From an optimization exercise on the open Yosys and OpenROAD flow, aimed at small area, a short achievable clock period and few clock cycles; shortcuts taken in it are not production practice.
Where RTL was checked, it was by simulation tests only, not by an equivalence proof against the original.
Power and IR drop assume default switching activity.

==> inputs of job 4001 <==
## hyperloglog_sketch_core
module hyperloglog_sketch_core (
  input  logic        clk,
  input  logic        rst_n,
  input  logic        in_valid,
  output logic        in_ready,
  input  logic [2:0]  in_opcode,
  input  logic [31:0] in_hash_value,
  input  logic [9:0]  in_reg_index,
  input  logic [4:0]  in_reg_value,
  output logic        out_valid,
  input  logic        out_ready,
  output logic [4:0]  out_read_value,
  output logic [31:0] out_cardinality,
  output logic        out_saturated,
  output logic        out_changed
);
==> flow/config.mk <==
export PLATFORM = sky130hd
export DESIGN_NAME = hyperloglog_sketch_core
export DESIGN_NICKNAME = hyperloglog_sketch_core
export VERILOG_FILES = /design/flow/design.v
export SDC_FILE = /design/flow/constraint.sdc
export NUM_CORES = 4
export LEC_CHECK = 0
export CAP_MARGIN = 50
export CORE_MARGIN = 2
export CORE_UTILIZATION = 30
export SETUP_SLACK_MARGIN = 5
export SLEW_MARGIN = 50
==> flow/constraint.sdc <==
create_clock -name core_clock -period 11.0 [get_ports {clk}]
set_input_delay 2.2000 -clock core_clock [delete_from_list [all_inputs] [get_ports {clk}]]
set_output_delay 2.2000 -clock core_clock [all_outputs]
set_load 0.01 [all_outputs]
run.sh (not shown) runs the stock make flow with config.mk's settings and CLKGATE_MAP_FILE= SYNTH_SCRIPT=/design/flow/synth_recipe.tcl, a recipe that flattens the netlist after the stock synthesis.
==> job 6775 (differences from job 4001) <==
--- a/flow/design.v
+++ b/flow/design.v
@@ -55,34 +55,29 @@
   end
 endmodule
 module hll_div (
   input  logic        clk,
   input  logic        rst_n,
   input  logic        req,
   input  logic        hold,
   input  logic        clear,
-  input  logic        upd,
   input  logic [40:0] s,
   input  logic [9:0]  z,
-  output logic        fin,
   output logic        push,
   output logic [31:0] card,
   output logic        sat
 );
   typedef enum logic [3:0] {
-    U_IDLE, U_WAIT, U_CMP, U_DIV, U_DFL, U_NEG, U_NORM, U_SQ, U_NEXT, U_PREP,
+    U_IDLE, U_W1, U_W2, U_CMP, U_DIV, U_NEG, U_NORM, U_SQ, U_NEXT, U_PREP,
     U_MUL, U_FIN
   } ustate_t;
   ustate_t     state_r;
   logic [47:0] q_r;
   logic [41:0] rem_r;
-  logic [41:0] acc_r;      
-  logic        qb_r;       
-  logic        qv_r;
   logic [31:0] frac_r;
   logic [5:0]  n_r;
   logic [5:0]  cnt_r;
   logic [4:0]  bit_r;
   logic        mbit_r;
   logic        large_r;
   logic [2:0]  nd_r;       
   logic        sat_r;
@@ -95,21 +90,18 @@
   logic [5:0]  jm;
   logic [11:0] rom_card;
   logic        done_n;
   logic        push_r;
   logic [31:0] card_r;
   logic        osat_r;
   logic [41:0] rem_sh;
   logic [41:0] dsr;
-  logic [22:0] rem_lo;
-  logic [20:0] rem_hi;
-  logic        dph_r;
-  logic        dcy_r;
-  logic        sg_r;
+  logic [42:0] rem_add;
+  logic [41:0] rem_nxt;
   logic [31:0] ln2_ext;
   logic [31:0] mplier;
   logic [4:0]  bit_n;
   logic [16:0] sum_lo;
   logic [16:0] sum_hi;
   logic        ph_r;
   logic        cy_r;
   logic [37:0] d;
@@ -130,44 +122,43 @@
     jm_r  <= jm;
     lin_r <= (s >= hll_pkg::S_LIN);
     top_r <= (s <= hll_pkg::S_TOP);
     lrg_r <= (s <= hll_pkg::S_LARGE);
     zn_r  <= (z != 10'd0);
     rom_r <= rom_card;
   end
   assign rem_sh  = {rem_r[40:0], nd_r[2]};
-  assign dsr     = sg_r ? {1'b0, s} : ~{1'b0, s};
-  assign rem_lo  = {1'b0, rem_sh[20:0], 1'b1} + {1'b0, dsr[20:0], !sg_r};
-  assign rem_hi  = rem_r[41:21] + dsr[41:21] + {20'd0, dcy_r};
+  assign dsr     = rem_r[41] ? {1'b0, s} : ~{1'b0, s};
+  assign rem_add = {rem_sh, 1'b1} + {dsr, !rem_r[41]};
+  assign rem_nxt = rem_add[42:1];
   assign ln2_ext = {2'b00, hll_pkg::LN2_Q30};
   assign mplier  = (state_r == U_MUL) ? ln2_ext : q_r[47:16];
   assign bit_n   = bit_r + 5'd1;
-  assign sum_lo  = {1'b0, acc_r[25:10]} + (mbit_r ? {1'b0, q_r[31:16]} : 17'd0);
-  assign sum_hi  = {1'b0, acc_r[41:26]} + (mbit_r ? {1'b0, q_r[47:32]} : 17'd0)
+  assign sum_lo  = {1'b0, rem_r[25:10]} + (mbit_r ? {1'b0, q_r[31:16]} : 17'd0);
+  assign sum_hi  = {1'b0, rem_r[41:26]} + (mbit_r ? {1'b0, q_r[47:32]} : 17'd0)
                    + {16'd0, cy_r};
   assign d       = {6'd48, 32'd0} - {n_r, frac_r};
-  assign r_sat   = (acc_r[37:32] != 6'd0);
+  assign r_sat   = (rem_r[37:32] != 6'd0);
   always_comb begin
     done_n = 1'b0;
     case (state_r)
       U_CMP:   done_n = !hold && ((lin_r && zn_r) || (!lin_r && top_r));
-      U_DFL:   done_n = !large_r;
+      U_DIV:   done_n = (cnt_r == 6'd1) && !large_r;
       U_FIN:   done_n = 1'b1;
       default: done_n = 1'b0;
     endcase
   end
   always_ff @(posedge clk) begin
     if (!rst_n) begin
       push_r <= 1'b0;
     end else begin
       push_r <= done_n;
     end
   end
-  assign fin  = done_n;
   assign push = push_r;
   always_ff @(posedge clk) begin
     if (!rst_n || clear) begin
       card_r <= '0;
       osat_r <= 1'b0;
     end else if (push_r) begin
       card_r <= q_r[31:0];
       osat_r <= sat_r;
@@ -175,33 +166,31 @@
   end
   always_ff @(posedge clk) begin
     if (!rst_n) begin
       state_r   <= U_IDLE;
     end else begin
       case (state_r)
         U_IDLE: begin
           if (req) begin
-            state_r <= upd ? U_WAIT : U_CMP;
+            state_r <= U_W1;
           end
         end
-        U_WAIT: begin
-          if (!upd) begin
-            state_r <= U_CMP;
-          end
+        U_W1: begin
+          state_r <= U_W2;
+        end
+        U_W2: begin
+          state_r <= U_CMP;
         end
         U_CMP: begin
           if (!hold) begin
             sat_r   <= 1'b0;
             q_r     <= '0;
             large_r <= 1'b0;
             nd_r    <= 3'b000;
-            dph_r   <= 1'b0;
-            sg_r    <= 1'b0;
-            qv_r    <= 1'b0;
             if (lin_r && zn_r) begin
               q_r[11:0] <= rom_r;
               state_r   <= U_IDLE;
             end else if (lin_r) begin
               rem_r   <= 42'(hll_pkg::ND >> (7'd65 - {1'b0, jm_r}));
               cnt_r   <= 6'd49 - jm_r;
               state_r <= U_DIV;
             end else if (top_r) begin
@@ -217,93 +206,72 @@
             end else begin
               rem_r   <= 42'(hll_pkg::ND >> (7'd65 - {1'b0, jm_r}));
               cnt_r   <= 6'd49 - jm_r;
               state_r <= U_DIV;
             end
           end
         end
         U_DIV: begin
-          dph_r <= !dph_r;
-          if (!dph_r) begin
-            rem_r <= {rem_sh[41:21], rem_lo[21:1]};
-            dcy_r <= rem_lo[22];
-            nd_r  <= {nd_r[1:0], 1'b0};
-            if (qv_r) begin
-              q_r <= {q_r[46:0], qb_r};
-            end
-          end else begin
-            rem_r[41:21] <= rem_hi;
-            sg_r         <= rem_hi[20];
-            qb_r         <= !rem_hi[20];
-            qv_r         <= 1'b1;
-            cnt_r        <= cnt_r - 6'd1;
-            if (cnt_r == 6'd1) begin
-              state_r <= U_DFL;
-            end
+          rem_r <= rem_nxt;
+          q_r   <= {q_r[46:0], !rem_nxt[41]};
+          nd_r  <= {nd_r[1:0], 1'b0};
+          cnt_r <= cnt_r - 6'd1;
+          if (cnt_r == 6'd1) begin
+            state_r <= large_r ? U_NEG : U_IDLE;
           end
         end
-        U_DFL: begin
-          q_r     <= {q_r[46:0], qb_r};
-          dph_r   <= 1'b0;
-          state_r <= large_r ? U_NEG : U_IDLE;
-        end
         U_NEG: begin
-          dph_r <= 1'b1;
-          if (!dph_r) begin
-            {dcy_r, q_r[23:0]} <= {1'b0, ~q_r[23:0]} + 25'd1;
-          end else begin
-            q_r[47:24] <= ~q_r[47:24] + {23'd0, dcy_r};
-            n_r        <= 6'd47;
-            state_r    <= U_NORM;
-          end
+          q_r     <= 48'd0 - q_r;
+          n_r     <= 6'd47;
+          state_r <= U_NORM;
         end
         U_NORM: begin
-          acc_r  <= '0;
+          rem_r  <= '0;
           bit_r  <= '0;
           ph_r   <= 1'b0;
           cnt_r  <= 6'd31;
           mbit_r <= q_r[16];
           if (q_r[47]) begin
             state_r <= U_SQ;
           end else begin
             q_r <= q_r << 1;
             n_r <= n_r - 6'd1;
           end
         end
         U_SQ, U_MUL: begin
           ph_r <= !ph_r;
           if (!ph_r) begin
-            acc_r[25:10] <= sum_lo[15:0];
+            rem_r[25:10] <= sum_lo[15:0];
             cy_r         <= sum_lo[16];
           end else begin
-            acc_r  <= {sum_hi, acc_r[25:10], acc_r[9:1]};
+            rem_r  <= {sum_hi, rem_r[25:10], rem_r[9:1]};
             bit_r  <= bit_n;
             mbit_r <= mplier[bit_n];
             if (bit_r == 5'd31) begin
               state_r <= (state_r == U_MUL) ? U_FIN : U_NEXT;
             end
           end
         end
         U_NEXT: begin
-          frac_r     <= {frac_r[30:0], acc_r[41]};
-          q_r[47:16] <= acc_r[41] ? acc_r[41:10] : {acc_r[40:10], acc_r[9]};
-          mbit_r     <= acc_r[41] ? acc_r[10] : acc_r[9];
-          acc_r      <= '0;
+          frac_r     <= {frac_r[30:0], rem_r[41]};
+          q_r[47:16] <= rem_r[41] ? rem_r[41:10] : {rem_r[40:10], rem_r[9]};
+          mbit_r     <= rem_r[41] ? rem_r[10] : rem_r[9];
+          rem_r      <= '0;
           cnt_r      <= cnt_r - 6'd1;
           state_r    <= (cnt_r == 6'd0) ? U_PREP : U_SQ;
         end
         U_PREP: begin
           q_r[47:16] <= {2'b00, d[37:8]};
           mbit_r     <= ln2_ext[0];
           ph_r       <= 1'b0;
           state_r    <= U_MUL;
         end
         U_FIN: begin
-          q_r[31:0] <= r_sat ? 32'hFFFF_FFFF : acc_r[31:0];
+          q_r[31:0] <= r_sat ? 32'hFFFF_FFFF : rem_r[31:0];
           sat_r     <= r_sat;
           state_r   <= U_IDLE;
         end
         default: begin
           state_r <= U_IDLE;
         end
       endcase
     end
@@ -364,17 +332,18 @@
   localparam int unsigned NG = 16;           
   logic        rst_q;
   logic        in_ready_r;
   logic [2:0]  owed_r;     
   logic        vr_r;
   logic [2:0]  opr_r;
   logic [8:0]  idxr_r;
   logic [31:0] selr_r;     
-  logic [4:0]  nvr_r;      
+  logic [22:0] wr_r;
+  logic [4:0]  valr_r;
   logic        v1_r;
   logic [2:0]  op1_r;
   logic [8:0]  idx1_r;
   logic [NG-1:0]   sel1_r;  
   logic [4:0]  nv1_r;
   logic [5*NG-1:0] part_r;
   logic [NG-1:0]   pgt_r;   
   logic        mx_r;       
@@ -383,17 +352,17 @@
   logic        gtw_r;      
   logic        we2_r;
   logic [8:0]  widx2_r;
   logic [4:0]  wval2_r;
   logic [4:0]  old2_r;
   logic        we3_r;
   logic [4:0]  wval3_r;
   logic        dv_r;
-  logic [31:0] ds_r;       
+  logic [40:0] ds_r;       
   logic        dn_r;       
   logic [1:0]  dz_r;
   logic [40:0] s_r;
   logic [9:0]  z_r;
   logic [2:0]  cnt_r;
   logic        out_valid_r;
   logic [4:0]  q_rd_r  [4];
   logic        q_chg_r [4];
@@ -409,64 +378,59 @@
   logic [8:0]  idx_in;
   logic [4:0]  nvr;
   logic        gt_raw;
   logic        is_am;
   logic        gt;
   logic        do_wr;
   logic        push_x;
   logic        est_req;
-  logic        est_fin;
   logic        est_push;
   logic        push;
   logic [4:0]  push_rd;
   logic        push_chg;
   logic [2:0]  wpos;
   logic        est_pop;
   logic        room_n;
   logic        block_n;
   logic [31:0] th_new;
   logic [31:0] th_old;
   logic [31:0] dm;
   logic        dn;
-  logic [22:0] s_lo;
-  logic [19:0] s_hi;
-  logic [10:0] dsh_r;
-  logic        dnh_r;
-  logic        scy_r;
-  logic        dvh_r;
+  logic [41:0] s_sum;
   logic [31:0] card;
   logic        sat;
   assign accept = in_valid && in_ready_r;
   assign pop    = out_valid_r && out_ready;
   always_comb begin
     rank = 5'd24;
     for (int b = 0; b < 23; b++) begin
-      if (in_hash_value[b]) begin
+      if (wr_r[b]) begin
         rank = 5'(23 - b);
       end
     end
   end
   assign idx_in = (in_opcode == hll_pkg::OP_ADD) ? in_hash_value[8:0]
                                                 : in_reg_index[8:0];
-  assign nvr    = nvr_r;
+  assign nvr    = (opr_r == hll_pkg::OP_ADD) ? rank : valr_r;
   always_comb begin
     for (int g = 0; g < NG; g++) begin
       pgt[g] = (nvr > part[5*g +: 5]);
     end
   end
   always_ff @(posedge clk) begin
     rst_q <= rst_n;
     opr_r  <= in_opcode;
     idxr_r <= idx_in;
     for (int k = 0; k < 32; k++) begin
       selr_r[k] <= (in_opcode == hll_pkg::OP_ADD) ? (in_hash_value[4:0] == 5'(k))
                                                   : (in_reg_index[4:0] == 5'(k));
     end
-    nvr_r  <= (in_opcode == hll_pkg::OP_ADD) ? rank : in_reg_value;
+    wr_r   <= in_hash_value[22:0];
+    valr_r <= in_reg_value;
     op1_r  <= opr_r;
     idx1_r <= idxr_r;
     for (int g = 0; g < NG; g++) begin
       sel1_r[g] <= (idxr_r[8:5] == 4'(g));
     end
     nv1_r  <= nvr;
     part_r <= part;
     pgt_r  <= pgt;
@@ -519,39 +483,30 @@
   always_comb begin
     for (int i = 0; i < 32; i++) begin
       th_new[i] = (wval2_r >= 5'(31 - i));
       th_old[i] = (old2_r >= 5'(31 - i));
     end
   end
   assign dm    = th_new ^ th_old;
   assign dn    = (wval2_r > old2_r);
-  assign s_lo  = {1'b0, s_r[20:0], 1'b1} + {1'b0, ds_r[20:0], dn_r};
-  assign s_hi  = s_r[40:21] + {{9{dnh_r}}, dsh_r} + {19'd0, scy_r};
+  assign s_sum = {s_r, 1'b1} + {ds_r, dn_r};
   always_ff @(posedge clk) begin
-    ds_r <= dn ? ~dm : dm;
+    ds_r <= dn ? ~{9'd0, dm} : {9'd0, dm};
     dn_r <= dn;
     dz_r <= 2'(wval2_r == 5'd0) - 2'(old2_r == 5'd0);
-    dsh_r <= ds_r[31:21];
-    dnh_r <= dn_r;
-    scy_r <= s_lo[22];
     if (!rst_n) begin
-      dv_r  <= 1'b0;
-      dvh_r <= 1'b0;
-      s_r   <= 41'h100_0000_0000;
-      z_r   <= 10'd512;
+      dv_r <= 1'b0;
+      s_r  <= 41'h100_0000_0000;
+      z_r  <= 10'd512;
     end else begin
-      dv_r  <= we2_r;
-      dvh_r <= dv_r;
+      dv_r <= we2_r;
       if (dv_r) begin
-        s_r[20:0] <= s_lo[21:1];
-        z_r       <= z_r + {{8{dz_r[1]}}, dz_r};
-      end
-      if (dvh_r) begin
-        s_r[40:21] <= s_hi;
+        s_r <= s_sum[41:1];
+        z_r <= z_r + {{8{dz_r[1]}}, dz_r};
       end
     end
   end
   assign push = push_x || est_push;
   assign wpos = cnt_r - 3'(pop);
   assign est_pop = pop && est_head_r;
   always_ff @(posedge clk) begin
     if (pop) begin
@@ -588,17 +543,17 @@
     case ({accept, pop})
       2'b10:   room_n = (owed_r <= 3'd2);
       2'b01:   room_n = (owed_r <= 3'd4);
       default: room_n = (owed_r <= 3'd3);
     endcase
   end
   assign block_n = (accept && (in_opcode == hll_pkg::OP_ESTIMATE)) ||
                    (vr_r && (opr_r == hll_pkg::OP_ESTIMATE)) || est_req ||
-                   (eb_r && !est_fin && !est_push);
+                   (eb_r && !est_push);
   always_ff @(posedge clk) begin
     if (!rst_n) begin
       in_ready_r <= 1'b1;
       owed_r     <= 3'd0;
       eb_r       <= 1'b0;
     end else begin
       if (est_req) begin
         eb_r <= 1'b1;
@@ -610,20 +565,18 @@
     end
   end
   hll_div u_est (
     .clk   (clk),
     .rst_n (rst_n),
     .req   (est_req),
     .hold  (cnt_r != 3'd0),
     .clear (est_pop),
-    .upd   (we2_r || dv_r || dvh_r),
     .s     (s_r),
     .z     (z_r),
-    .fin   (est_fin),
     .push  (est_push),
     .card  (card),
     .sat   (sat)
   );
   assign in_ready        = in_ready_r;
   assign out_valid       = out_valid_r;
   assign out_read_value  = q_rd_r[0];
   assign out_changed     = q_chg_r[0];
==> flow/config.mk (replaced) <==
export PLATFORM = sky130hd
export DESIGN_NAME = hyperloglog_sketch_core
export DESIGN_NICKNAME = hyperloglog_sketch_core
export VERILOG_FILES = /design/flow/design.v
export SDC_FILE = /design/flow/constraint.sdc
export NUM_CORES = 4
export LEC_CHECK = 0
export CAP_MARGIN = 30
export CORE_MARGIN = 2
export CORE_UTILIZATION = 30
export SETUP_SLACK_MARGIN = 5
export SLEW_MARGIN = 80
==> job 3139 (differences from job 4001) <==
--- a/flow/design.v
+++ b/flow/design.v
@@ -55,26 +55,25 @@
   end
 endmodule
 module hll_div (
   input  logic        clk,
   input  logic        rst_n,
   input  logic        req,
   input  logic        hold,
   input  logic        clear,
-  input  logic        upd,
   input  logic [40:0] s,
   input  logic [9:0]  z,
   output logic        fin,
   output logic        push,
   output logic [31:0] card,
   output logic        sat
 );
   typedef enum logic [3:0] {
-    U_IDLE, U_WAIT, U_CMP, U_DIV, U_DFL, U_NEG, U_NORM, U_SQ, U_NEXT, U_PREP,
+    U_IDLE, U_W1, U_W2, U_W3, U_CMP, U_DIV, U_DFL, U_NEG, U_NORM, U_SQ, U_NEXT, U_PREP,
     U_MUL, U_FIN
   } ustate_t;
   ustate_t     state_r;
   logic [47:0] q_r;
   logic [41:0] rem_r;
   logic [41:0] acc_r;      
   logic        qb_r;       
   logic        qv_r;
@@ -175,23 +174,27 @@
   end
   always_ff @(posedge clk) begin
     if (!rst_n) begin
       state_r   <= U_IDLE;
     end else begin
       case (state_r)
         U_IDLE: begin
           if (req) begin
-            state_r <= upd ? U_WAIT : U_CMP;
+            state_r <= U_W1;
           end
         end
-        U_WAIT: begin
-          if (!upd) begin
-            state_r <= U_CMP;
-          end
+        U_W1: begin
+          state_r <= U_W2;
+        end
+        U_W2: begin
+          state_r <= U_W3;
+        end
+        U_W3: begin
+          state_r <= U_CMP;
         end
         U_CMP: begin
           if (!hold) begin
             sat_r   <= 1'b0;
             q_r     <= '0;
             large_r <= 1'b0;
             nd_r    <= 3'b000;
             dph_r   <= 1'b0;
@@ -610,17 +613,16 @@
     end
   end
   hll_div u_est (
     .clk   (clk),
     .rst_n (rst_n),
     .req   (est_req),
     .hold  (cnt_r != 3'd0),
     .clear (est_pop),
-    .upd   (we2_r || dv_r || dvh_r),
     .s     (s_r),
     .z     (z_r),
     .fin   (est_fin),
     .push  (est_push),
     .card  (card),
     .sat   (sat)
   );
   assign in_ready        = in_ready_r;
==> flow/flow/run.sh (new file) <==
#!/bin/bash
# Layout flow: the standard flow (standard.sh, every ORFS step from
# synthesis to the final layout, unchanged), with one change in how the layout
# is made: the buffers that global placement puts on every input and output
# port are buf_4 cells instead of the default choice.
set -e
export BUFFER_PORTS_ARGS="-buffer_cell sky130_fd_sc_hd__buf_4"
bash standard.sh > standard.log 2>&1
==> flow/standard.sh (new file) <==
#!/bin/bash
# synth_recipe.tcl (not shown) runs the flow's synth.tcl, then flattens the netlist and writes it again
# the make line also repeats each setting of config.mk as NAME=value (left out here)
make -C /OpenROAD-flow-scripts/flow DESIGN_CONFIG=/design/flow/config.mk WORK_HOME=/design/flow/orfs CLKGATE_MAP_FILE= SYNTH_SCRIPT=/design/flow/synth_recipe.tcl "${@:-finish}"
removed: flow/run.sh
==> job 7885 (differences from job 4001) <==
--- a/flow/design.v
+++ b/flow/design.v
@@ -55,26 +55,25 @@
   end
 endmodule
 module hll_div (
   input  logic        clk,
   input  logic        rst_n,
   input  logic        req,
   input  logic        hold,
   input  logic        clear,
-  input  logic        upd,
   input  logic [40:0] s,
   input  logic [9:0]  z,
   output logic        fin,
   output logic        push,
   output logic [31:0] card,
   output logic        sat
 );
   typedef enum logic [3:0] {
-    U_IDLE, U_WAIT, U_CMP, U_DIV, U_DFL, U_NEG, U_NORM, U_SQ, U_NEXT, U_PREP,
+    U_IDLE, U_W1, U_W2, U_W3, U_CMP, U_DIV, U_DFL, U_NEG, U_NORM, U_SQ, U_NEXT, U_PREP,
     U_MUL, U_FIN
   } ustate_t;
   ustate_t     state_r;
   logic [47:0] q_r;
   logic [41:0] rem_r;
   logic [41:0] acc_r;      
   logic        qb_r;       
   logic        qv_r;
@@ -175,23 +174,27 @@
   end
   always_ff @(posedge clk) begin
     if (!rst_n) begin
       state_r   <= U_IDLE;
     end else begin
       case (state_r)
         U_IDLE: begin
           if (req) begin
-            state_r <= upd ? U_WAIT : U_CMP;
+            state_r <= U_W1;
           end
         end
-        U_WAIT: begin
-          if (!upd) begin
-            state_r <= U_CMP;
-          end
+        U_W1: begin
+          state_r <= U_W2;
+        end
+        U_W2: begin
+          state_r <= U_W3;
+        end
+        U_W3: begin
+          state_r <= U_CMP;
         end
         U_CMP: begin
           if (!hold) begin
             sat_r   <= 1'b0;
             q_r     <= '0;
             large_r <= 1'b0;
             nd_r    <= 3'b000;
             dph_r   <= 1'b0;
@@ -610,17 +613,16 @@
     end
   end
   hll_div u_est (
     .clk   (clk),
     .rst_n (rst_n),
     .req   (est_req),
     .hold  (cnt_r != 3'd0),
     .clear (est_pop),
-    .upd   (we2_r || dv_r || dvh_r),
     .s     (s_r),
     .z     (z_r),
     .fin   (est_fin),
     .push  (est_push),
     .card  (card),
     .sat   (sat)
   );
   assign in_ready        = in_ready_r;
==> flow/flow/run.sh (new file) <==
#!/bin/bash
# Layout flow: the standard flow (standard.sh, every ORFS step from
# synthesis to the final layout, unchanged), with one change in how the layout
# is made: the buffers that global placement puts on every input and output
# port are buf_4 cells instead of the default choice.
set -e
export BUFFER_PORTS_ARGS="-buffer_cell sky130_fd_sc_hd__buf_4"
bash standard.sh > standard.log 2>&1
==> flow/standard.sh (new file) <==
#!/bin/bash
# synth_recipe.tcl (not shown) runs the flow's synth.tcl, then flattens the netlist and writes it again
# the make line also repeats each setting of config.mk as NAME=value (left out here)
make -C /OpenROAD-flow-scripts/flow DESIGN_CONFIG=/design/flow/config.mk WORK_HOME=/design/flow/orfs CLKGATE_MAP_FILE= SYNTH_SCRIPT=/design/flow/synth_recipe.tcl "${@:-finish}"
==> flow/config.mk (replaced) <==
export PLATFORM = sky130hd
export DESIGN_NAME = hyperloglog_sketch_core
export DESIGN_NICKNAME = hyperloglog_sketch_core
export VERILOG_FILES = /design/flow/design.v
export SDC_FILE = /design/flow/constraint.sdc
export NUM_CORES = 4
export LEC_CHECK = 0
export CAP_MARGIN = 70
export CORE_MARGIN = 2
export CORE_UTILIZATION = 30
export SETUP_SLACK_MARGIN = 5
export SLEW_MARGIN = 70
removed: flow/run.sh
==> summary.txt <==
| metric | job 4001 | job 7885 | job 3139 | job 6775 |
|---|---|---|---|---|
| Result of the run | timing/DRC/antenna clean | timing/DRC/antenna clean | timing/DRC/antenna clean | timing/DRC/antenna clean |
| Max layer used | met4 | met4 | met5 | met4 |
| Length of the first detailed-routing pass in iterations | 7 | 7 | 7 | 10 |
| Combinational-cell power consumption | 0.00334 W | 0.00247 W | 0.00224 W | 0.00301 W |
| Global-route usage over all layers | 0.187 | 0.184 | 0.183 | 0.195 |
| Cell seen most often among critical-path stages | buf_4 | a21o_1 | buf_4 | clkdlybuf4s50_1 |
| Number of enable flip-flop cells after synthesis | 2,778 | 2,778 | 2,778 | 2,731 |
| Diodes inserted | 4 | 2 | 4 | 6 |
| Worst reg-to-reg path cell count | 13 | 14 | 13 | 18 |
| Post-synthesis share of cell area spent on and, or, nand and nor gates | 0.0905 | 0.0919 | 0.0919 | 0.0921 |
| Layout sequential cell count | 3,157 | 3,157 | 3,157 | 3,121 |
| Number of buffers other than clock buffers in the final layout | 321 | 504 | 314 | 1,116 |
| Share of the yosys chip area belonging to registers | 0.691 | 0.690 | 0.690 | 0.687 |
| Reported net switching power | 0.00756 W | 0.00673 W | 0.00657 W | 0.00684 W |
| Number of distinct library cell variants in the gate-level netlist after synthesis | 86 | 102 | 102 | 88 |
| Internal power of the cells | 0.0215 W | 0.0205 W | 0.0204 W | 0.0209 W |
| Sequential share of power | 0.501 | 0.521 | 0.527 | 0.505 |
| Number of clock sinks | 3,157 | 3,157 | 3,157 | 3,121 |
| Average via count per standard cell | 5.62 | 5.59 | 5.60 | 5.64 |
Testbench counts of job 4001, summed over its fixed seeds: cycles 15,167.
Testbench counts of job 3139, summed over its fixed seeds: cycles 15,227.
Testbench counts of job 7885, summed over its fixed seeds: cycles 15,227.
For job 6775, only the layout was checked, not whether the RTL still works.

separate check: timing with driven ports:
No port has a modelled driver above. Below, the same layouts with a new extraction and two added sets of constraints. Step 1 sets driving cells, clkbuf_16 on the clock port and buf_2 on the other inputs (assumed; they add their load-dependent delay and slew). Step 2 moves the port delays by t, midway between the first and last clock arrival at a register: inputs arrive t later, outputs are due t later. That takes back most of the time a late clock gives input paths. a / b / c = ideal / step 1 / step 2; a / b = the first two.
| run | t, ns | setup slack, ns | worst setup path after step 2 |
|---|---|---|---|
| job 4001 | 1.034 | 6.753 / 6.753 / 6.011 | input to register |
| job 6775 | 0.965 | 5.445 / 5.445 / 5.445 | register to register |
| job 3139 | 0.972 | 6.967 / 6.967 / 6.485 | input to register |
| job 7885 | 1.022 | 7.104 / 7.041 / 6.732 | input to register |
After both steps setup and hold are still met in every run listed. The setup slack of job 4001, which loses most, moves by 0.000 ns with the drivers and by -0.742 ns with both steps.
